Background: an optimization exercise with open tools, aiming at small area and a short achievable clock period. Do not read the settings as production practice. No run shown here included a check of the RTL's function; only the layout flow was run. Power and IR drop assume default switching activity.

[flow/config.mk]
export PLATFORM = sky130hd
export DESIGN_NAME = tdisto_accum
export DESIGN_NICKNAME = tdisto_accum
export VERILOG_FILES = /design/flow/design.v
export SDC_FILE = /design/flow/constraint.sdc
export NUM_CORES = 4
export LEC_CHECK = 0
export CAP_MARGIN = 20
export CORE_MARGIN = 2
export CORE_UTILIZATION = 60
export SETUP_SLACK_MARGIN = 2.5
export SLEW_MARGIN = 20
[flow/constraint.sdc]
create_clock -name core_clock -period 7.0 [get_ports {clk}]
set_input_delay 1.4000 -clock core_clock [delete_from_list [all_inputs] [get_ports {clk}]]
set_output_delay 1.4000 -clock core_clock [all_outputs]
set_load 0.01 [all_outputs]
[flow/design.v]
module tdisto_accum (
  input  logic        clk,
  input  logic        rst_n,
  input  logic        start,
  input  logic [15:0] tlambda,
  input  logic [31:0] sum_a,
  input  logic        done_a,
  input  logic [31:0] sum_b,
  input  logic        done_b,
  output logic        busy,
  output logic [31:0] disto,
  output logic        disto_valid,
  output logic        err
);
  localparam logic [1:0] S_IDLE = 2'd0;
  localparam logic [1:0] S_ACC  = 2'd1;
  localparam logic [1:0] S_MUL  = 2'd2;
  localparam logic [1:0] S_OUT  = 2'd3;
  function automatic logic [2:0] booth(input logic [2:0] b);
    booth[0] = b[1] ^ b[0];
    booth[1] = (b[2] & ~b[1] & ~b[0]) | (~b[2] & b[1] & b[0]);
    booth[2] = b[2] & ~(b[1] & b[0]);
  endfunction
  logic [1:0]  state_q;
  logic        pend_a_q, pend_b_q;
  logic [4:0]  cnt_q;
  logic        busy_q, disto_valid_q, err_q;
  logic [31:0] disto_q;
  logic [15:0] tl_q;
  logic [2:0]  neg_q, two_q, one_q;
  logic [2:0]  negn_q, twon_q, onen_q;
  logic [31:0] v_q;
  logic [30:0] acc_q;
  logic [3:0]  l_q;
  logic in_acc, in_mul, in_out;
  assign in_acc = (state_q == S_ACC);
  assign in_mul = (state_q == S_MUL);
  assign in_out = (state_q == S_OUT);
  logic consume;
  assign consume = in_acc & pend_a_q & pend_b_q;
  logic        a_wait, b_wait, a_next, b_next;
  logic [31:0] a_op, b_op;
  logic [32:0] diff;
  assign a_wait = pend_a_q & ~pend_b_q;
  assign b_wait = pend_b_q & ~pend_a_q;
  assign a_op   = a_wait ? v_q : sum_a;
  assign b_op   = b_wait ? v_q : sum_b;
  assign diff   = {a_op[31], a_op} - {b_op[31], b_op};
  assign a_next = done_a | a_wait;
  assign b_next = done_b | b_wait;
  logic [27:0] mag_x;
  logic        mag_c;
  assign mag_x = diff[32:5] ^ {28{diff[32]}};
  assign mag_c = diff[32] & ~|diff[4:0];
  logic acc_mode, acc_cin, last_pair;
  assign acc_mode  = in_acc & ~cnt_q[4];
  assign acc_cin   = acc_mode & v_q[28];
  assign last_pair = consume & (cnt_q == 5'd15);
  logic [2:0] d0_s1, d1_s1, d2_s1, d0_s2, d1_s2, d2_s2, d0_s3, d1_s3, d2_s3;
  assign d0_s1 = booth({tl_q[1:0], 1'b0});
  assign d1_s1 = booth(tl_q[3:1]);
  assign d2_s1 = booth(tl_q[5:3]);
  assign d0_s2 = booth(tl_q[7:5]);
  assign d1_s2 = booth(tl_q[9:7]);
  assign d2_s2 = booth(tl_q[11:9]);
  assign d0_s3 = booth(tl_q[13:11]);
  assign d1_s3 = booth(tl_q[15:13]);
  assign d2_s3 = booth({2'b00, tl_q[15]});
  logic [14:0] k_add;
  assign k_add = {d1_s3[2], 1'b0, d0_s3[2], 1'b0, d2_s2[2], 1'b0, d1_s2[2], 1'b1,
                  d0_s2[2], 1'b0, d2_s1[2], 1'b0, d1_s1[2], 1'b0, d0_s1[2]};
  logic [32:0] addend;
  assign addend = acc_mode ? {5'd0, v_q[27:0]} : {v_q[31], v_q};
  logic [31:0] ax, ax2, pp0, pp1, pp2;
  assign ax  = {1'b0, acc_q};
  assign ax2 = {ax[30:0], 1'b0};
  assign pp0[15:0]  = (({16{one_q[0]}} & ax[15:0]) | ({16{two_q[0]}} & ax2[15:0])) ^ {16{neg_q[0]}};
  assign pp1[15:0]  = (({16{one_q[1]}} & ax[15:0]) | ({16{two_q[1]}} & ax2[15:0])) ^ {16{neg_q[1]}};
  assign pp2[15:0]  = (({16{one_q[2]}} & ax[15:0]) | ({16{two_q[2]}} & ax2[15:0])) ^ {16{neg_q[2]}};
  assign pp0[31:16] = (({16{~onen_q[0]}} & ax[31:16]) | ({16{~twon_q[0]}} & ax2[31:16])) ^ {16{~negn_q[0]}};
  assign pp1[31:16] = (({16{~onen_q[1]}} & ax[31:16]) | ({16{~twon_q[1]}} & ax2[31:16])) ^ {16{~negn_q[1]}};
  assign pp2[31:16] = (({16{~onen_q[2]}} & ax[31:16]) | ({16{~twon_q[2]}} & ax2[31:16])) ^ {16{~negn_q[2]}};
  logic fs0, fc0;
  logic fs1, fc1;
  logic fs2, fc2;
  logic fs3, fc3;
  logic fs4, fc4;
  logic fs5, fc5;
  logic fs6, fc6;
  logic fs7, fc7;
  logic fs8, fc8;
  logic fs9, fc9;
  logic fs10, fc10;
  logic fs11, fc11;
  logic fs12, fc12;
  logic fs13, fc13;
  logic fs14, fc14;
  logic fs15, fc15;
  logic fs16, fc16;
  logic fs17, fc17;
  logic fs18, fc18;
  logic fs19, fc19;
  logic fs20, fc20;
  logic fs21, fc21;
  logic fs22, fc22;
  logic fs23, fc23;
  logic fs24, fc24;
  logic fs25, fc25;
  logic fs26, fc26;
  logic fs27, fc27;
  logic fs28, fc28;
  logic fs29, fc29;
  logic fs30, fc30;
  logic fs31, fc31;
  logic fs32, fc32;
  logic fs33, fc33;
  logic fs34, fc34;
  logic fs35, fc35;
  logic fs36, fc36;
  logic fs37, fc37;
  logic fs38, fc38;
  logic fs39, fc39;
  logic fs40, fc40;
  logic fs41, fc41;
  logic fs42, fc42;
  logic fs43, fc43;
  logic fs44, fc44;
  logic fs45, fc45;
  logic fs46, fc46;
  logic fs47, fc47;
  logic fs48, fc48;
  logic fs49, fc49;
  logic fs50, fc50;
  logic fs51, fc51;
  logic fs52, fc52;
  logic fs53, fc53;
  logic fs54, fc54;
  logic fs55, fc55;
  logic fs56, fc56;
  logic fs57, fc57;
  logic fs58, fc58;
  logic fs59, fc59;
  logic fs60, fc60;
  logic fs61, fc61;
  logic fs62, fc62;
  logic fs63, fc63;
  logic fs64, fc64;
  logic fs65, fc65;
  assign fs0 = addend[0] ^ acc_cin ^ pp0[0];
  assign fc0 = (addend[0] & acc_cin) | (addend[0] & pp0[0]) | (acc_cin & pp0[0]);
  assign fs1 = addend[1] ^ pp0[1] ^ fc0;
  assign fc1 = (addend[1] & pp0[1]) | (addend[1] & fc0) | (pp0[1] & fc0);
  assign fs2 = addend[2] ^ pp0[2] ^ pp1[0];
  assign fc2 = (addend[2] & pp0[2]) | (addend[2] & pp1[0]) | (pp0[2] & pp1[0]);
  assign fs3 = addend[3] ^ pp0[3] ^ pp1[1];
  assign fc3 = (addend[3] & pp0[3]) | (addend[3] & pp1[1]) | (pp0[3] & pp1[1]);
  assign fs4 = addend[4] ^ pp0[4] ^ pp1[2];
  assign fc4 = (addend[4] & pp0[4]) | (addend[4] & pp1[2]) | (pp0[4] & pp1[2]);
  assign fs5 = pp2[0] ^ fc3 ^ fs4;
  assign fc5 = (pp2[0] & fc3) | (pp2[0] & fs4) | (fc3 & fs4);
  assign fs6 = addend[5] ^ pp0[5] ^ pp1[3];
  assign fc6 = (addend[5] & pp0[5]) | (addend[5] & pp1[3]) | (pp0[5] & pp1[3]);
  assign fs7 = pp2[1] ^ fc4 ^ fs6;
  assign fc7 = (pp2[1] & fc4) | (pp2[1] & fs6) | (fc4 & fs6);
  assign fs8 = addend[6] ^ pp0[6] ^ pp1[4];
  assign fc8 = (addend[6] & pp0[6]) | (addend[6] & pp1[4]) | (pp0[6] & pp1[4]);
  assign fs9 = pp2[2] ^ fc6 ^ fs8;
  assign fc9 = (pp2[2] & fc6) | (pp2[2] & fs8) | (fc6 & fs8);
  assign fs10 = addend[7] ^ pp0[7] ^ pp1[5];
  assign fc10 = (addend[7] & pp0[7]) | (addend[7] & pp1[5]) | (pp0[7] & pp1[5]);
  assign fs11 = pp2[3] ^ fc8 ^ fs10;
  assign fc11 = (pp2[3] & fc8) | (pp2[3] & fs10) | (fc8 & fs10);
  assign fs12 = addend[8] ^ pp0[8] ^ pp1[6];
  assign fc12 = (addend[8] & pp0[8]) | (addend[8] & pp1[6]) | (pp0[8] & pp1[6]);
  assign fs13 = pp2[4] ^ fc10 ^ fs12;
  assign fc13 = (pp2[4] & fc10) | (pp2[4] & fs12) | (fc10 & fs12);
  assign fs14 = addend[9] ^ pp0[9] ^ pp1[7];
  assign fc14 = (addend[9] & pp0[9]) | (addend[9] & pp1[7]) | (pp0[9] & pp1[7]);
  assign fs15 = pp2[5] ^ fc12 ^ fs14;
  assign fc15 = (pp2[5] & fc12) | (pp2[5] & fs14) | (fc12 & fs14);
  assign fs16 = addend[10] ^ pp0[10] ^ pp1[8];
  assign fc16 = (addend[10] & pp0[10]) | (addend[10] & pp1[8]) | (pp0[10] & pp1[8]);
  assign fs17 = pp2[6] ^ fc14 ^ fs16;
  assign fc17 = (pp2[6] & fc14) | (pp2[6] & fs16) | (fc14 & fs16);
  assign fs18 = addend[11] ^ pp0[11] ^ pp1[9];
  assign fc18 = (addend[11] & pp0[11]) | (addend[11] & pp1[9]) | (pp0[11] & pp1[9]);
  assign fs19 = pp2[7] ^ fc16 ^ fs18;
  assign fc19 = (pp2[7] & fc16) | (pp2[7] & fs18) | (fc16 & fs18);
  assign fs20 = addend[12] ^ pp0[12] ^ pp1[10];
  assign fc20 = (addend[12] & pp0[12]) | (addend[12] & pp1[10]) | (pp0[12] & pp1[10]);
  assign fs21 = pp2[8] ^ fc18 ^ fs20;
  assign fc21 = (pp2[8] & fc18) | (pp2[8] & fs20) | (fc18 & fs20);
  assign fs22 = addend[13] ^ pp0[13] ^ pp1[11];
  assign fc22 = (addend[13] & pp0[13]) | (addend[13] & pp1[11]) | (pp0[13] & pp1[11]);
  assign fs23 = pp2[9] ^ fc20 ^ fs22;
  assign fc23 = (pp2[9] & fc20) | (pp2[9] & fs22) | (fc20 & fs22);
  assign fs24 = addend[14] ^ pp0[14] ^ pp1[12];
  assign fc24 = (addend[14] & pp0[14]) | (addend[14] & pp1[12]) | (pp0[14] & pp1[12]);
  assign fs25 = pp2[10] ^ fc22 ^ fs24;
  assign fc25 = (pp2[10] & fc22) | (pp2[10] & fs24) | (fc22 & fs24);
  assign fs26 = addend[15] ^ pp0[15] ^ pp1[13];
  assign fc26 = (addend[15] & pp0[15]) | (addend[15] & pp1[13]) | (pp0[15] & pp1[13]);
  assign fs27 = pp2[11] ^ fc24 ^ fs26;
  assign fc27 = (pp2[11] & fc24) | (pp2[11] & fs26) | (fc24 & fs26);
  assign fs28 = addend[16] ^ pp0[16] ^ pp1[14];
  assign fc28 = (addend[16] & pp0[16]) | (addend[16] & pp1[14]) | (pp0[16] & pp1[14]);
  assign fs29 = pp2[12] ^ fc26 ^ fs28;
  assign fc29 = (pp2[12] & fc26) | (pp2[12] & fs28) | (fc26 & fs28);
  assign fs30 = addend[17] ^ pp0[17] ^ pp1[15];
  assign fc30 = (addend[17] & pp0[17]) | (addend[17] & pp1[15]) | (pp0[17] & pp1[15]);
  assign fs31 = pp2[13] ^ fc28 ^ fs30;
  assign fc31 = (pp2[13] & fc28) | (pp2[13] & fs30) | (fc28 & fs30);
  assign fs32 = addend[18] ^ pp0[18] ^ pp1[16];
  assign fc32 = (addend[18] & pp0[18]) | (addend[18] & pp1[16]) | (pp0[18] & pp1[16]);
  assign fs33 = pp2[14] ^ fc30 ^ fs32;
  assign fc33 = (pp2[14] & fc30) | (pp2[14] & fs32) | (fc30 & fs32);
  assign fs34 = addend[19] ^ pp0[19] ^ pp1[17];
  assign fc34 = (addend[19] & pp0[19]) | (addend[19] & pp1[17]) | (pp0[19] & pp1[17]);
  assign fs35 = pp2[15] ^ fc32 ^ fs34;
  assign fc35 = (pp2[15] & fc32) | (pp2[15] & fs34) | (fc32 & fs34);
  assign fs36 = addend[20] ^ pp0[20] ^ pp1[18];
  assign fc36 = (addend[20] & pp0[20]) | (addend[20] & pp1[18]) | (pp0[20] & pp1[18]);
  assign fs37 = pp2[16] ^ fc34 ^ fs36;
  assign fc37 = (pp2[16] & fc34) | (pp2[16] & fs36) | (fc34 & fs36);
  assign fs38 = addend[21] ^ pp0[21] ^ pp1[19];
  assign fc38 = (addend[21] & pp0[21]) | (addend[21] & pp1[19]) | (pp0[21] & pp1[19]);
  assign fs39 = pp2[17] ^ fc36 ^ fs38;
  assign fc39 = (pp2[17] & fc36) | (pp2[17] & fs38) | (fc36 & fs38);
  assign fs40 = addend[22] ^ pp0[22] ^ pp1[20];
  assign fc40 = (addend[22] & pp0[22]) | (addend[22] & pp1[20]) | (pp0[22] & pp1[20]);
  assign fs41 = pp2[18] ^ fc38 ^ fs40;
  assign fc41 = (pp2[18] & fc38) | (pp2[18] & fs40) | (fc38 & fs40);
  assign fs42 = addend[23] ^ pp0[23] ^ pp1[21];
  assign fc42 = (addend[23] & pp0[23]) | (addend[23] & pp1[21]) | (pp0[23] & pp1[21]);
  assign fs43 = pp2[19] ^ fc40 ^ fs42;
  assign fc43 = (pp2[19] & fc40) | (pp2[19] & fs42) | (fc40 & fs42);
  assign fs44 = addend[24] ^ pp0[24] ^ pp1[22];
  assign fc44 = (addend[24] & pp0[24]) | (addend[24] & pp1[22]) | (pp0[24] & pp1[22]);
  assign fs45 = pp2[20] ^ fc42 ^ fs44;
  assign fc45 = (pp2[20] & fc42) | (pp2[20] & fs44) | (fc42 & fs44);
  assign fs46 = addend[25] ^ pp0[25] ^ pp1[23];
  assign fc46 = (addend[25] & pp0[25]) | (addend[25] & pp1[23]) | (pp0[25] & pp1[23]);
  assign fs47 = pp2[21] ^ fc44 ^ fs46;
  assign fc47 = (pp2[21] & fc44) | (pp2[21] & fs46) | (fc44 & fs46);
  assign fs48 = addend[26] ^ pp0[26] ^ pp1[24];
  assign fc48 = (addend[26] & pp0[26]) | (addend[26] & pp1[24]) | (pp0[26] & pp1[24]);
  assign fs49 = pp2[22] ^ fc46 ^ fs48;
  assign fc49 = (pp2[22] & fc46) | (pp2[22] & fs48) | (fc46 & fs48);
  assign fs50 = addend[27] ^ pp0[27] ^ pp1[25];
  assign fc50 = (addend[27] & pp0[27]) | (addend[27] & pp1[25]) | (pp0[27] & pp1[25]);
  assign fs51 = pp2[23] ^ fc48 ^ fs50;
  assign fc51 = (pp2[23] & fc48) | (pp2[23] & fs50) | (fc48 & fs50);
  assign fs52 = addend[28] ^ pp0[28] ^ pp1[26];
  assign fc52 = (addend[28] & pp0[28]) | (addend[28] & pp1[26]) | (pp0[28] & pp1[26]);
  assign fs53 = pp2[24] ^ fc50 ^ fs52;
  assign fc53 = (pp2[24] & fc50) | (pp2[24] & fs52) | (fc50 & fs52);
  assign fs54 = addend[29] ^ pp0[29] ^ pp1[27];
  assign fc54 = (addend[29] & pp0[29]) | (addend[29] & pp1[27]) | (pp0[29] & pp1[27]);
  assign fs55 = pp2[25] ^ fc52 ^ fs54;
  assign fc55 = (pp2[25] & fc52) | (pp2[25] & fs54) | (fc52 & fs54);
  assign fs56 = addend[30] ^ pp0[30] ^ pp1[28];
  assign fc56 = (addend[30] & pp0[30]) | (addend[30] & pp1[28]) | (pp0[30] & pp1[28]);
  assign fs57 = pp2[26] ^ fc54 ^ fs56;
  assign fc57 = (pp2[26] & fc54) | (pp2[26] & fs56) | (fc54 & fs56);
  assign fs58 = addend[31] ^ pp0[31] ^ pp1[29];
  assign fc58 = (addend[31] & pp0[31]) | (addend[31] & pp1[29]) | (pp0[31] & pp1[29]);
  assign fs59 = pp2[27] ^ fc56 ^ fs58;
  assign fc59 = (pp2[27] & fc56) | (pp2[27] & fs58) | (fc56 & fs58);
  assign fs60 = ~neg_q[0] ^ ~addend[32] ^ pp1[30];
  assign fc60 = (~neg_q[0] & ~addend[32]) | (~neg_q[0] & pp1[30]) | (~addend[32] & pp1[30]);
  assign fs61 = pp2[28] ^ fc58 ^ fs60;
  assign fc61 = (pp2[28] & fc58) | (pp2[28] & fs60) | (fc58 & fs60);
  assign fs62 = 1'b1 ^ pp1[31] ^ pp2[29];
  assign fc62 = (1'b1 & pp1[31]) | (1'b1 & pp2[29]) | (pp1[31] & pp2[29]);
  assign fs63 = fc60 ^ fs62 ^ fc61;
  assign fc63 = (fc60 & fs62) | (fc60 & fc61) | (fs62 & fc61);
  assign fs64 = ~neg_q[1] ^ pp2[30] ^ fc62;
  assign fc64 = (~neg_q[1] & pp2[30]) | (~neg_q[1] & fc62) | (pp2[30] & fc62);
  assign fs65 = 1'b1 ^ pp2[31] ^ fc64;
  assign fc65 = (1'b1 & pp2[31]) | (1'b1 & fc64) | (pp2[31] & fc64);
  logic [37:0] row_s, row_c, x;
  assign row_s = {1'b1, ~neg_q[2], fs65, fc63, fs63, fc59, fc57, fc55, fc53, fc51, fc49, fc47, fc45, fc43, fc41, fc39, fc37, fc35, fc33, fc31, fc29, fc27, fc25, fc23, fc21, fc19, fc17, fc15, fc13, fc11, fc9, fc7, fc5, fs5, fc2, fc1, fs1, fs0};
  assign row_c = {1'b0, fc65, 1'b0, fs64, 1'b0, fs61, fs59, fs57, fs55, fs53, fs51, fs49, fs47, fs45, fs43, fs41, fs39, fs37, fs35, fs33, fs31, fs29, fs27, fs25, fs23, fs21, fs19, fs17, fs15, fs13, fs11, fs9, fs7, 1'b0, fs3, fs2, 1'b0, 1'b0};
  assign x = row_s + row_c;
  logic [6:0] hs, hc, hx;
  logic       c28, nz0, nz1, sat;
  assign hs  = row_s[34:28];
  assign hc  = row_c[34:28];
  assign hx  = hs ^ hc;
  assign c28 = x[28] ^ row_s[28] ^ row_c[28];
  assign nz0 = (hx != {hs[5:0] | hc[5:0], 1'b0});
  assign nz1 = ~&hx;
  assign sat = c28 ? nz1 : nz0;
  logic [31:0] disto_res;
  assign disto_res = {x[27:0], l_q} | {32{sat}};
  logic acc_done;
  assign acc_done = in_acc & cnt_q[4];
  logic [2:0] dig0_d, dig1_d, dig2_d;
  always_comb begin
    if (start) begin
      dig0_d = 3'b001; dig1_d = 3'b000; dig2_d = 3'b000;
    end else if (last_pair) begin
      dig0_d = d0_s1;  dig1_d = d1_s1;  dig2_d = d2_s1;
    end else if (acc_done) begin
      dig0_d = d0_s2;  dig1_d = d1_s2;  dig2_d = d2_s2;
    end else if (in_mul) begin
      dig0_d = d0_s3;  dig1_d = d1_s3;  dig2_d = d2_s3;
    end else begin
      dig0_d = 3'b001; dig1_d = 3'b000; dig2_d = 3'b000;
    end
  end
  always_ff @(posedge clk) begin
    if (!rst_n) begin
      state_q       <= S_IDLE;
      pend_a_q      <= 1'b0;
      pend_b_q      <= 1'b0;
      busy_q        <= 1'b0;
      disto_valid_q <= 1'b0;
      err_q         <= 1'b0;
      disto_q       <= 32'd0;
    end else begin
      busy_q        <= start | (state_q != S_IDLE);
      disto_valid_q <= ~start & in_out;
      if (start) begin
        state_q  <= S_ACC;
        pend_a_q <= 1'b0;
        pend_b_q <= 1'b0;
        err_q    <= 1'b0;
      end else begin
        case (state_q)
          S_ACC: begin
            if (acc_done) state_q <= S_MUL;
            pend_a_q <= done_a | (pend_a_q & ~consume);
            pend_b_q <= done_b | (pend_b_q & ~consume);
            if ((done_a & pend_a_q & ~consume) | (done_b & pend_b_q & ~consume))
              err_q <= 1'b1;
          end
          S_MUL: state_q <= S_OUT;
          S_OUT: begin
            state_q <= S_IDLE;
            disto_q <= disto_res;
          end
          default: ;
        endcase
      end
    end
  end
  always_ff @(posedge clk) begin
    if (start) tl_q <= tlambda;
    {neg_q[0], two_q[0], one_q[0]} <= dig0_d;
    {neg_q[1], two_q[1], one_q[1]} <= dig1_d;
    {neg_q[2], two_q[2], one_q[2]} <= dig2_d;
    {negn_q[0], twon_q[0], onen_q[0]} <= ~dig0_d;
    {negn_q[1], twon_q[1], onen_q[1]} <= ~dig1_d;
    {negn_q[2], twon_q[2], onen_q[2]} <= ~dig2_d;
    if (cnt_q[4])            v_q <= x[37:6];
    else if (last_pair)      v_q <= {17'd0, k_add};
    else if (a_next & b_next) v_q <= {3'd0, mag_c, mag_x};
    else if (a_next)         v_q <= a_op;
    else                     v_q <= b_op;
    if (start) begin
      acc_q <= 31'd0;
      cnt_q <= 5'd0;
    end else if (consume & ~cnt_q[4]) begin
      acc_q <= x[30:0];
      cnt_q <= cnt_q + 5'd1;
    end
    l_q <= x[5:2];
  end
  assign busy        = busy_q;
  assign disto       = disto_q;
  assign disto_valid = disto_valid_q;
  assign err         = err_q;
endmodule
[flow/flow/run.sh]
#!/bin/bash
# The standard layout, with plain buffers on the ports instead of the
# delay-cell buffers that buffer_ports picks by default.
set -euo pipefail
export BUFFER_PORTS_ARGS="-buffer_cell sky130_fd_sc_hd__buf_1"
bash standard.sh finish > standard_flow.log 2>&1
[flow/standard.sh]
#!/bin/bash
# synth_recipe.tcl (not shown) runs the flow's synth.tcl, then flattens the netlist and writes it again
# the make line also repeats each setting of config.mk as NAME=value (left out here)
make -C /OpenROAD-flow-scripts/flow DESIGN_CONFIG=/design/flow/config.mk WORK_HOME=/design/flow/orfs CLKGATE_MAP_FILE= SYNTH_SCRIPT=/design/flow/synth_recipe.tcl "${@:-finish}"
==> impl_metrics.sql, run 1 <==
INSERT INTO impl_metrics (metric_group, metric, value, unit) VALUES
('outcome', 'run_status', 'timing/DRC/antenna clean', ''),
('pwr', 'powerDensity', '180.6', 'mW/mm^2'),
('pwr', 'netSwitchingFraction', '37.10', '%'),
('clock_network', 'cts_bufs_inserted', '17', ''),
('cells_and_area', 'sequential_cell_area', '0.003129', 'sq mm'),
('pwr', 'vdd.ir_drop.worst', '0.1548', 'mV'),
('drt', 'detailed_route_wirelength_on_metal2', '20.43', 'mm'),
('floorplan', 'rows', '55', ''),
('drt', 'drtAntennaViolNets', '0', ''),
('worst_hold_path', 'worst_hold_check_path_type', 'register to register', ''),
('logic_synthesis', 'ys_top_cells_by_count', 'sky130_fd_sc_hd__inv_1 (166), sky130_fd_sc_hd__a21oi_1 (159), sky130_fd_sc_hd__dfxtp_1 (129)', ''),
('setup_path', 'cp_data_required_time', '7.30', 'ns'),
('logic_synthesis', 'synth.lib_cells_used.distinct', '83', ''),
('logic_synthesis', 'post_synth_fa_ha_maj_area_fraction', '17.17', '%'),
('cells_and_area', 'multi_input_logic_area', '0.01026', 'sq mm'),
('sta', 'final_period_minus_worst_setup_slack', '4.530', 'ns'),
('cells_and_area', 'num-nets-final', '1996', ''),
('sta', 'skew', '0.01251', 'ns'),
('cells_and_area', 'fill_cells', '1812', ''),
('logic_synthesis', 'synth.yosys.warnings', '1', ''),
('logic_synthesis', 'avgSynthCellArea', '8.204', 'sq um'),
('drt', 'dr.pass1.iters', '6', ''),
('sta', 'finalCritPeriodShare', '64.72', '%'),
('drt', 'wl_met3', '2.748', 'mm'),
('setup_path', 'worstPathBufferInverterCount', '5', ''),
('setup_path', 'cp_top_family', 'adder cells', ''),
('logic_synthesis', 'yosys-top-cells-area', 'sky130_fd_sc_hd__dfxtp_1 (19%), sky130_fd_sc_hd__fa_1 (9.7%), sky130_fd_sc_hd__xnor2_1 (8.0%)', ''),
('global_routing', 'via_count_of_the_first_global_routing_pass', '11990', ''),
('logic_synthesis', 'post_synth_mux_area_share', '4.556', '%'),
('drt', 'detail_route.wirelength.met1', '17.63', 'mm'),
('drt', 'route.detailed.drc', '0', ''),
('setup_path', 'crit_slowest_cell', 'sky130_fd_sc_hd__fa_1', ''),
('sta', 'rsz0062_at_grt', 'yes', ''),
('sta', 'final.setup.tns', '0', 'ns'),
('logic_synthesis', 'synth_compound_area_share', '23.96', '%'),
('logic_synthesis', 'async_flop_share', '0', '%'),
('clock_network', 'clockBufferDepth', '2', ''),
('floorplan', 'core_region_area', '0.02243', 'sq mm'),
('sta', 'worst_slew_pin_slew', '0.9950', 'ns'),
('sta', 'final-setup-viol-count', '0', ''),
('pwr', 'total_switching_power', '1069', 'uW'),
('flow_run', 'cap_viol_max_count', '0', ''),
('logic_synthesis', 'synth_top_flop_cell', 'sky130_fd_sc_hd__dfxtp_1', ''),
('cells_and_area', 'stdcell_area', '0.01595', 'sq mm'),
('sta', 'worst_slew_margin_rel', '33.57', '%'),
('sta', 'drv_slew', '0', ''),
('clock_network', 'clock-sinks', '145', ''),
('logic_synthesis', 'ys_seq_elements', '145', ''),
('logic_synthesis', 'synth.yosys.seq_area_share', '22.53', '%'),
('floorplan', 'die-width', '154.5', 'microns'),
('floorplan', 'die_area', '0.02388', 'sq mm'),
('sta', 'fin_worst_hold_slack', '0.4283', 'ns'),
('sta', 'fmax', '0.2207', 'GHz'),
('floorplan', 'floorplan.io_pins', '120', ''),
('clock_network', 'htree_num_levels', '4', ''),
('drt', 'maxUsedRoutingLayer', 'met4', ''),
('logic_synthesis', 'syn-instance-count', '1657', ''),
('pwr', 'leakagePower', '0.006402', 'uW'),
('global_routing', 'grt_first_pass_wirelength', '65.30', 'mm'),
('logic_synthesis', 'synth_top_family_by_area', 'compound AO/OA/AOI/OAI gates', ''),
('logic_synthesis', 'synth_xor_xnor_area_share', '11.64', '%'),
('drt', 'wl_per_cell', '20.93', 'microns'),
('floorplan', 'initial_utilization', '60.60', '%'),
('cells_and_area', 'n_antenna_cell', '0', ''),
('drt', 'drt_wl_total', '43.15', 'mm'),
('placement', 'hpwlAfterDp', '31.29', 'mm'),
('pwr', 'internal_power', '1812', 'uW'),
('logic_synthesis', 'synth_top_cell_by_area', 'sky130_fd_sc_hd__dfxtp_1', ''),
('placement', 'finalWeightedCongestion', '0.9531', ''),
('sta', 'final_hold_viol_count', '0', ''),
('logic_synthesis', 'synth_top_cell_area_share', '19.00', '%');
[tightest hold or removal path, stage by stage, from the launching register on]
cell	delay [ns]
sky130_fd_sc_hd__dfxtp_1	0.30
sky130_fd_sc_hd__inv_1	0.04
sky130_fd_sc_hd__a21oi_1	0.05
[power by group through the flow]
stage	registers, uW	clock network [uW]	logic (uW)
6_report	957	920	1000
3_3_place_gp	978	0	880
5_1_grt	960	962	1100
3_5_place_dp	979	0	889
2_1_floorplan	946	0	662
4_1_cts	956	917	933
[routing by layer]
layer / global-route usage, % / vias up
met3: 4.147 / 111
li1: - / 6001
met5: 0 / -
met2: 58.10 / 555
met1: 45.97 / 6159
met4: 17.90 / 0
[metrics by stage]
| step | utilization [%] | std cells | worst slack [ns] | power [uW] |
|---|---|---|---|---|
| final | 71.09 | 2062 | 2.470 | 2881 |
| after global routing | 71.09 | 2062 | 2.355 | 3018 |
| after floorplan | - | 1657 | 2.518 | 1608 |
| after global placement | 63.11 | 1983 | 1.835 | 1859 |
| after CTS | 68.17 | 2034 | 2.511 | 2806 |
| after detailed placement | 63.11 | 1983 | 1.695 | 1869 |
[sequential cells by signal, indices dropped and copies added, names as in the netlist, 4 cells and up]
register / cells
tl_q: 16
v_q: 32
acc_q: 31
l_q: 4
disto_q: 32
cnt_q: 5
[layout by cell type (no fill, tap or decap), types with 14 or more instances in the layout]
| cell type | instances |
|---|---|
| sky130_fd_sc_hd__a21o_1 | 20 |
| sky130_fd_sc_hd__a21oi_1 | 145 |
| sky130_fd_sc_hd__a22oi_1 | 35 |
| sky130_fd_sc_hd__buf_1 | 118 |
| sky130_fd_sc_hd__buf_4 | 51 |
| sky130_fd_sc_hd__clkbuf_16 | 17 |
| sky130_fd_sc_hd__dfxtp_1 | 104 |
| sky130_fd_sc_hd__dfxtp_4 | 14 |
| sky130_fd_sc_hd__edfxtp_1 | 16 |
| sky130_fd_sc_hd__fa_1 | 65 |
| sky130_fd_sc_hd__ha_1 | 61 |
| sky130_fd_sc_hd__ha_4 | 16 |
| sky130_fd_sc_hd__inv_1 | 154 |
| sky130_fd_sc_hd__mux2_2 | 31 |
| sky130_fd_sc_hd__mux2i_1 | 27 |
| sky130_fd_sc_hd__nand2_1 | 114 |
| sky130_fd_sc_hd__nand2b_1 | 19 |
| sky130_fd_sc_hd__nand3_1 | 18 |
| sky130_fd_sc_hd__nor2_1 | 104 |
| sky130_fd_sc_hd__nor2b_1 | 16 |
| sky130_fd_sc_hd__nor3_1 | 17 |
| sky130_fd_sc_hd__o21ai_0 | 87 |
| sky130_fd_sc_hd__o22ai_1 | 44 |
| sky130_fd_sc_hd__xnor2_1 | 120 |
| sky130_fd_sc_hd__xor2_1 | 41 |
[final timing paths]
check                                   end     start  slack [ns]  cells after the start
worst min-delay path             disto_q[3]    l_q[3]        0.43                      2
worst max-delay path            disto_q[18]  one_q[1]        2.47                     19
worst min register to register   disto_q[3]    l_q[3]        0.43                      2
worst max register to register  disto_q[18]  one_q[1]        2.47                     19
[cell type report]
type | instances | share of cell area, %
Multi-Input combinational cell | 1253 | 64.31
Sequential cell | 145 | 19.62
Timing Repair Buffer | 179 | 6.260
Inverter | 168 | 3.985
Clock buffer | 18 | 2.691
Tap cell | 285 | 2.236
Clock inverter | 14 | 0.9022
[cell families (layout without fill, tap and decap cells)]
kind of cell | after synthesis | after routing
AO/OA/AOI/OAI | 502 | 502
XOR/XNOR | 176 | 176
adder cells (fa/ha/maj) | 147 | 147
buffers and inverters | 260 | 379
flip-flops | 145 | 145
multiplexers | 58 | 58
AND/OR/NAND/NOR | 369 | 370
[repair_timing]
item                       4_1_cts  5_1_grt
setup endpoints to repair       81       63
gates resized for setup         91       95
pin swaps                        6       50
gates cloned                     3        0
buffers inserted                16       28
==> inputs of run 2 (changes only) <==
--- a/flow/config.mk
+++ b/flow/config.mk
@@ -9,4 +9,4 @@
 export CORE_MARGIN = 2
 export CORE_UTILIZATION = 60
-export SETUP_SLACK_MARGIN = 2.5
+export SETUP_SLACK_MARGIN = 2.8
 export SLEW_MARGIN = 20
==> impl_metrics.sql, run 2 <==
INSERT INTO impl_metrics (metric_group, metric, value, unit) VALUES
('clock_network', 'clockBufferDepth', '2', ''),
('setup_path', 'crit_path_end_kind', 'register', ''),
('setup_path', 'cp_data_required_time', '7.31', 'ns'),
('drt', 'route.detailed.drc', '0', ''),
('global_routing', 'number_of_antenna_violations_at_the_first_check_in_global_routing', '1', ''),
('clock_network', 'cts-hold-fix-buffers', '0', ''),
('cells_and_area', 'n_antenna_cell', '0', ''),
('drt', 'detail_route.iter0.violations', '1183', ''),
('floorplan', 'die_height', '154.5', 'microns'),
('drt', 'drtAntennaViolNets', '0', ''),
('sta', 'fmax', '0.2192', 'GHz'),
('global_routing', 'grt.total_usage', '36.44', '%'),
('cells_and_area', 'most-common-layout-cells', 'sky130_fd_sc_hd__inv_1 (154), sky130_fd_sc_hd__a21oi_1 (129), sky130_fd_sc_hd__buf_1 (118)', ''),
('cells_and_area', 'layout_commonest_cell', 'sky130_fd_sc_hd__inv_1', ''),
('pwr', 'powerDensity', '176.5', 'mW/mm^2'),
('logic_synthesis', 'synth.lib_cells_used.distinct', '83', ''),
('setup_path', 'cp_max_fo', '8', ''),
('pwr', 'vdd.ir_drop.worst', '0.1404', 'mV'),
('clock_network', 'clock-sinks', '145', ''),
('global_routing', 'global_route.peak_usage_layer', 'met2', ''),
('global_routing', 'grt_start_max_net_pins', '66', ''),
('cells_and_area', 'fill_cells', '1768', ''),
('cells_and_area', 'largestRegisters', 'disto_q: 32 flops, v_q: 32 flops, acc_q: 31 flops', ''),
('global_routing', 'grt.met1_usage', '46.74', '%'),
('setup_path', 'setup.worst_path.start_class', 'register', ''),
('pwr', 'leakagePower', '0.006510', 'uW'),
('logic_synthesis', 'avgSynthCellArea', '8.204', 'sq um'),
('floorplan', 'core_region_area', '0.02243', 'sq mm'),
('logic_synthesis', 'synth_edf_count', '16', ''),
('placement', 'hpwlAfterDp', '31.72', 'mm'),
('logic_synthesis', 'mappedNetlistNets', '1889', ''),
('logic_synthesis', 'async_flop_share', '0', '%'),
('cells_and_area', 'postLayoutCoreUtil', '72.64', '%'),
('sta', 'worst_slew_pin_slew', '1.017', 'ns'),
('drt', 'wl_per_cell', '21.23', 'microns'),
('logic_synthesis', 'synth.yosys.seq_area_share', '22.53', '%'),
('drt', 'dr.pass1.iters', '7', ''),
('sta', 'final-setup-viol-count', '0', ''),
('floorplan', 'rows', '55', ''),
('logic_synthesis', 'ys_top_cells_by_count', 'sky130_fd_sc_hd__inv_1 (166), sky130_fd_sc_hd__a21oi_1 (159), sky130_fd_sc_hd__dfxtp_1 (129)', ''),
('global_routing', 'grt_met3_use', '5.212', '%'),
('global_routing', 'via_count_of_the_first_global_routing_pass', '12230', ''),
('global_routing', 'grt_first_pass_wirelength', '67.36', 'mm'),
('logic_synthesis', 'syn-instance-count', '1657', ''),
('placement', 'portBuffers', '119', ''),
('pwr', 'design_power_total', '2876', 'uW'),
('flow_run', 'cap_viol_max_count', '0', ''),
('logic_synthesis', 'synth.yosys.warnings', '1', ''),
('worst_hold_path', 'hold-path-cell-count', '2', ''),
('sta', 'drv_slew', '0', ''),
('logic_synthesis', 'synth_top_cell_by_area', 'sky130_fd_sc_hd__dfxtp_1', ''),
('sta', 'skew', '0.008089', 'ns'),
('logic_synthesis', 'yosys-top-cells-area', 'sky130_fd_sc_hd__dfxtp_1 (19%), sky130_fd_sc_hd__fa_1 (9.7%), sky130_fd_sc_hd__xnor2_1 (8.0%)', ''),
('worst_hold_path', 'worst_hold_check_path_type', 'register to register', ''),
('sta', 'final.setup.tns', '0', 'ns'),
('placement', 'placed_area', '0.01431', 'sq mm'),
('clock_network', 'clk_pin_slew_worst_paths', '0.07', 'ns'),
('clock_network', 'htree_num_levels', '4', ''),
('drt', 'routed-via-count', '12950', ''),
('cells_and_area', 'stdcell_area', '0.01630', 'sq mm'),
('logic_synthesis', 'synthesized_cell_area', '0.01359', 'sq mm'),
('setup_path', 'reg2reg_depth', '20', ''),
('sta', 'worst_slew_margin_rel', '32.07', '%'),
('drt', 'via_per_inst', '6.239', ''),
('floorplan', 'die-width', '154.5', 'microns'),
('sta', 'final_hold_viol_count', '0', ''),
('logic_synthesis', 'synth_most_common_cell', 'sky130_fd_sc_hd__inv_1', ''),
('sta', 'final_period_minus_worst_setup_slack', '4.562', 'ns'),
('drt', 'drt_wl_total', '44.06', 'mm'),
('global_routing', 'total_gr_overflow', '0', ''),
('clock_network', 'tritoncts', 'yes', ''),
('placement', 'finalWeightedCongestion', '0.9276', ''),
('cells_and_area', 'final_layout_size_suffix_gt1_share', '19.44', '%'),
('outcome', 'run_status', 'timing/DRC/antenna clean', ''),
('sta', 'finalCritPeriodShare', '65.17', '%'),
('clock_network', 'worstSkewPairLatency', '0.43', 'ns'),
('global_routing', 'use_met2', '59.23', '%'),
('setup_path', 'worst-setup-path-type', 'register to register', ''),
('clock_network', 'clk_root_buffer_cell', 'sky130_fd_sc_hd__clkbuf_16', ''),
('logic_synthesis', 'ys_seq_elements', '145', ''),
('floorplan', 'initial_utilization', '60.60', '%'),
('cells_and_area', 'num-nets-final', '2009', ''),
('setup_path', 'crit_arrival', '4.87', 'ns'),
('floorplan', 'die_area', '0.02388', 'sq mm'),
('cells_and_area', 'flow.area_growth_from_synthesis', '19.88', '%'),
('floorplan', 'floorplan.io_pins', '120', ''),
('clock_network', 'cts_bufs_inserted', '17', ''),
('logic_synthesis', 'synth_top_flop_cell', 'sky130_fd_sc_hd__dfxtp_1', ''),
('sta', 'rsz0062_at_grt', 'yes', ''),
('logic_synthesis', 'synth_top_cell_area_share', '19.00', '%');
==> run 2: cell counts after synthesis <==
No cell type changed its count.
==> run 2: per-layer routing <==
layer / vias up / part of all wire, %
met5: - / 0
met4: 0 / 5.1
met3: 104 / 6.6
met2: 604 / 48
met1: 6217 / 40
li1: 6021 / -
==> run 2: layout make-up <==
cell class | instances | area, sq um | share of cell area, %
tap | 285 | 356.6 | 2.188
clock buffer | 18 | 439.2 | 2.695
sequential | 145 | 3138 | 19.26
inverter | 168 | 639.4 | 3.923
clock inverter | 14 | 120.1 | 0.7370
multi-input combinational | 1253 | 10420 | 63.91
timing repair buffer | 192 | 1189 | 7.294
==> run 2: critical path, stage by stage, from the launching register on <==
cell	delay, ns
sky130_fd_sc_hd__dfxtp_4	0.39
sky130_fd_sc_hd__buf_8	0.15
sky130_fd_sc_hd__a22oi_2	0.16
sky130_fd_sc_hd__xnor2_1	0.12
sky130_fd_sc_hd__fa_1	0.56
sky130_fd_sc_hd__inv_2	0.05
sky130_fd_sc_hd__fa_1	0.53
sky130_fd_sc_hd__inv_2	0.05
sky130_fd_sc_hd__ha_4	0.29
sky130_fd_sc_hd__o21ai_4	0.08
sky130_fd_sc_hd__a211oi_4	0.31
sky130_fd_sc_hd__a21oi_4	0.11
sky130_fd_sc_hd__o221a_4	0.30
sky130_fd_sc_hd__o21bai_4	0.15
sky130_fd_sc_hd__xnor3_1	0.24
sky130_fd_sc_hd__nand4b_1	0.24
sky130_fd_sc_hd__a21boi_4	0.22
sky130_fd_sc_hd__buf_12	0.15
sky130_fd_sc_hd__buf_12	0.11
sky130_fd_sc_hd__clkbuf_16	0.14
sky130_fd_sc_hd__a21oi_1	0.08
==> run 2: path summary, 6_finish.rpt <==
| kind | from | end | slack (ns) |
|---|---|---|---|
| hold / removal | l_q[2] | disto_q[2] | 0.43 |
| setup / recovery | one_q[1] | disto_q[15] | 2.44 |
| hold reg to reg | l_q[2] | disto_q[2] | 0.43 |
| setup reg to reg | one_q[1] | disto_q[15] | 2.44 |
==> run 2: per-stage QoR <==
stage	std cells	setup WS (ns)	hold WS [ns]
after floorplan	1657	2.800	0.4084
after global placement	1983	1.866	0.4184
after detailed placement	1983	1.881	0.4228
after CTS	2047	2.615	0.4286
after global routing	2075	2.315	0.4573
final	2075	2.438	0.4289
==> run 2: what timing repair did <==
| action | 4_1_cts | 5_1_grt |
|---|---|---|
| buffers inserted | 28 | 27 |
| setup endpoints to repair | 83 | 67 |
| gates cloned | 4 | 1 |
| pin swaps | 22 | 40 |
| resized for setup | 142 | 62 |
==> run 2: cells by family (layout without fill, tap and decap cells) <==
group                    count (synthesis)  in the layout  synth area share [%]
adder cells (fa/ha/maj)                147            147                 17.17
buffers and inverters                  260            392                 7.354
AND/OR/NAND/NOR                        369            370                 12.78
flip-flops                             145            145                 22.53
AO/OA/AOI/OAI                          502            502                 23.96
XOR/XNOR                               176            176                 11.64
multiplexers                            58             58                 4.556
==> run 2: power by group <==
group	leakage (uW)	switching, uW	internal (uW)	total [uW]
Sequential	0.00122	67.7	890	958
Clock	0.000270	407	474	881
Combinational	0.00502	600	437	1040

==> static timing again, ports no longer ideal <==
The results above use ideal ports. As a check the final layouts listed here were re-extracted and re-timed, cells and wires unchanged. Step 1: set_driving_cell puts a clkbuf_16 on clk and a buf_2 on each other input, an assumption about the parent block. Step 2 times the ports against the registers' clock, not the clock port: input delays grow and output delays shrink by t, the midpoint of the rising clock arrivals with the driver on. a / b / c = no drivers / after step 1 / after step 2; a / b = the first two.
run	t (ns)	setup WS [ns]	latest minus earliest clock arrival (ns)
run 1	0.476	2.470 / 2.470 / 2.190	0.012 / 0.012
run 2	0.472	2.438 / 2.438 / 2.407	0.008 / 0.008
After both steps every run listed still meets setup and hold. The setup slack of run 1, which loses most, moves by 0.000 ns with the drivers and by -0.280 ns with both steps.
